What follows belongs to an exercise in optimizing a design on an open flow for a short achievable clock period and few clock cycles per item; a production flow would make more cautious choices. RTL that was checked went through simulation tests only; none was proved equivalent to the original. The clock port is modelled as an ideal driver, which makes a skipped or thinned clock tree look cheaper than it is; a real chip needs a root buffer or a tree. Power figures rest on the tool's default switching activity, not on a simulated workload.

==> flow/design.v (excerpt) <==
module axi_wr_slave (
    input  wire logic                  clk,
    input  wire logic                  rst_n,
    input  wire axi_wr_pkg::aw_cmd_t   aw,
    input  wire logic                  aw_valid,
    output logic                       aw_ready,
    input  wire axi_wr_pkg::w_beat_t   w,
    input  wire logic                  w_valid,
    output logic                       w_ready,
    output axi_wr_pkg::b_resp_t        b,
    output logic                       b_valid,
    input  wire logic                  b_ready,
    output axi_wr_pkg::mem_wr_t        mem,
    output logic                       mem_we,
    input  wire logic                  mem_ready
);
Settings: LEC_CHECK=0, ABC_CLOCK_PERIOD_IN_PS=1800, CAP_MARGIN=20, CORE_MARGIN=2, CORE_UTILIZATION=55, GPL_TIMING_DRIVEN=1, PLACE_DENSITY=0.7, SETUP_SLACK_MARGIN=3.5, SLEW_MARGIN=20; clock period 5.5 ns.
run.sh (not shown) runs the stock make flow with config.mk's settings and CLKGATE_MAP_FILE= SYNTH_SCRIPT=/design/flow/synth_recipe.tcl, a recipe that flattens the netlist after the stock synthesis.
The first run finished clean.
Testbench counts at the start, summed over its fixed seeds: cycles 14,349, beats 13,386.
Change:
--- a/flow/config.mk
+++ b/flow/config.mk
@@ -9,7 +9,5 @@
 export CAP_MARGIN = 20
 export CORE_MARGIN = 2
-export CORE_UTILIZATION = 55
-export GPL_TIMING_DRIVEN = 1
-export PLACE_DENSITY = 0.7
+export CORE_UTILIZATION = 40
 export SETUP_SLACK_MARGIN = 3.5
 export SLEW_MARGIN = 20
=> The new run passed the timing, design-rule and antenna checks; fmax went down by about 2%; area after synthesis stays the same; routed wire length hardly moves; die area rose by 37%; sequential share of layout area rose by 0.16 points; final area is about the same; global-route usage goes down by 5.7 points; combinational power went down by 6.9%; final cell count grows by about 9%.
Change:
--- a/flow/config.mk
+++ b/flow/config.mk
@@ -10,4 +10,5 @@
 export CORE_MARGIN = 2
 export CORE_UTILIZATION = 40
+export GPL_TIMING_DRIVEN = 1
 export SETUP_SLACK_MARGIN = 3.5
 export SLEW_MARGIN = 20
=> The new run finished clean. Synthesized area does not change. Worst setup slack does not change. Total power does not change. Combinational power hardly moves. Die area does not change. Sequential power hardly moves. Clock skew stays the same. Design area does not change. Sequential share of layout area stays the same. Hold slack is unchanged.

---

Another version of the RTL of axi_wr_slave (not shown whole).
Size in the first run: ~440 flip-flops, roughly 0.016 mm^2 of cells after synthesis.
==> flow/config.mk <==
export PLATFORM = sky130hd
export DESIGN_NAME = axi_wr_slave
export DESIGN_NICKNAME = axi_wr_slave
export VERILOG_FILES = /design/flow/design.v
export SDC_FILE = /design/flow/constraint.sdc
export NUM_CORES = 4
export LEC_CHECK = 0
export ABC_CLOCK_PERIOD_IN_PS = 1800
export CAP_MARGIN = 20
export CORE_MARGIN = 2
export CORE_UTILIZATION = 55
export GPL_TIMING_DRIVEN = 1
export PLACE_DENSITY = 0.7
export SETUP_SLACK_MARGIN = 3.5
export SLEW_MARGIN = 20
==> flow/constraint.sdc <==
create_clock -name core_clock -period 5.5 [get_ports {clk}]
set_input_delay 1.1000 -clock core_clock [delete_from_list [all_inputs] [get_ports {clk}]]
set_output_delay 1.1000 -clock core_clock [all_outputs]
set_load 0.01 [all_outputs]
standard.sh (not shown) runs the stock make flow with config.mk's settings and CLKGATE_MAP_FILE= SYNTH_SCRIPT=/design/flow/synth_recipe.tcl, a recipe that flattens the netlist after the stock synthesis.
==> flow/flow/run.sh <==
#!/bin/bash
# Standard layout with two changes:
# - the clock tree: the clock port feeds four first-level clock buffers,
#   each feeding a share of 24 leaf buffers placed at the centres of
#   flip-flop clusters, so every flip-flop sees two clock buffers
#   (balanced, lower insertion delay than the stock H-tree);
# - sizing may change a cell's footprint (MATCH_CELL_FOOTPRINT=0), so the
#   port buffers and gates can be sized for speed.
set -euo pipefail
here=$(pwd)
knobs=(MATCH_CELL_FOOTPRINT=0)
bash standard.sh "${knobs[@]}" synth floorplan place > "$here/log_1_place.log" 2>&1
bash standard.sh "${knobs[@]}" PRE_CTS_TCL="$here/flow/cts_tree.tcl" cts > "$here/log_2_cts.log" 2>&1
bash standard.sh "${knobs[@]}" finish > "$here/log_3_finish.log" 2>&1
Other scripts of this flow, unchanged in this note and not shown: flow/flow/cts_tree.tcl
Testbench counts at the start, summed over its fixed seeds: cycles 14,359, beats 13,386.
Rerun with:
==> flow/flow/run.sh (replaced) <==
#!/bin/bash
# Standard layout, except the clock tree: the clock port feeds four
# first-level clock buffers, each feeding a share of 24 leaf buffers placed
# at the centres of flip-flop clusters, so every flip-flop sees two
# clock buffers (balanced, lower insertion delay than the stock H-tree).
set -euo pipefail
here=$(pwd)
bash standard.sh synth floorplan place > "$here/log_1_place.log" 2>&1
bash standard.sh PRE_CTS_TCL="$here/flow/cts_tree.tcl" cts > "$here/log_2_cts.log" 2>&1
bash standard.sh finish > "$here/log_3_finish.log" 2>&1
=> The changed run ran to the end with no violations; flip-flop and latch count is unchanged; sequential power is about the same; clock power barely changes; wire length increases slightly; global-route usage increases by 0.24 points; synthesized area is unchanged; cell area increases slightly; combinational power increases by a few percent; synthesized cell count stays the same; first-iteration DRC count increases by a little under a tenth.
In every run of this note, the design's own scripts or RTL, not TritonCTS, make the clock network.

---

Another version of the RTL of axi_wr_slave (not shown whole).
For scale: ~1,100 cells after synthesis, about 180 I/O pins, about 20,000 µm² of cells after synthesis.
export LEC_CHECK = 0
export ABC_CLOCK_PERIOD_IN_PS = 2000
export CAP_MARGIN = 20
export CORE_MARGIN = 2
export CORE_UTILIZATION = 65
export PLACE_DENSITY = 0.75
export SETUP_SLACK_MARGIN = 3.4
export SLEW_MARGIN = 20
create_clock -name core_clock -period 5.5 [get_ports {clk}]
run.sh (not shown) runs the stock make flow with config.mk's settings and CLKGATE_MAP_FILE= SYNTH_SCRIPT=/design/flow/synth_recipe.tcl, a recipe that flattens the netlist after the stock synthesis.
Stock flow here: none of the scripts above is used.
The first run finished clean.
Then changed:
Settings changed: CORE_UTILIZATION 65 to 40, PLACE_DENSITY 0.75 to unset.
Outcome:
- global-route usage shrinks by 9.5 points
- utilization shrinks by 30 points
- clock-buffer cell count shrinks by 1
- clock skew shrinks by 15 ps
- cell area grows by about 3.7%
- routed wire length grows by about 3.4%
- sequential share of layout area shrinks by 2.1 points
No functional check of the RTL was part of any run of this note.

[re-timing with driven ports]
How much do the figures lean on ideal ports? The routed layouts below were timed once more, with nothing changed but the port constraints. Step 1: set_driving_cell puts a clkbuf_16 on clk and a buf_2 on each other input, an assumption about the parent block. Step 2, shift: input delay + t, output delay - t, t = (earliest + latest rising clock arrival at the registers) / 2. This alone moves slack from input paths to output paths. Slacks: no drivers / after step 1 / after step 2; pairs: no drivers / after step 1.
| run | shift t [ns] | setup WS [ns] | worst setup path at the end |
|---|---|---|---|
| the first run of note 1 | 0.557 | 3.320 / 3.273 / 2.876 | input to register |
| the second run of note 1 | 0.567 | 3.278 / 3.226 / 2.915 | input to register |
| the third run of note 1 | 0.567 | 3.278 / 3.226 / 2.915 | input to register |
| the first run of note 2 | 0.424 | 3.448 / 3.346 / 3.243 | input to register |
| the second run of note 2 | 0.427 | 3.477 / 3.373 / 3.239 | input to register |
| the first run of note 3 | 0.593 | 2.371 / 2.371 / 2.371 | register to register |
| the second run of note 3 | 0.639 | 2.337 / 2.337 / 2.337 | register to register |
After both steps setup and hold are still met in every run listed. The setup slack of the first run of note 1, which loses most, moves by -0.047 ns with the drivers and by -0.444 ns with both steps.
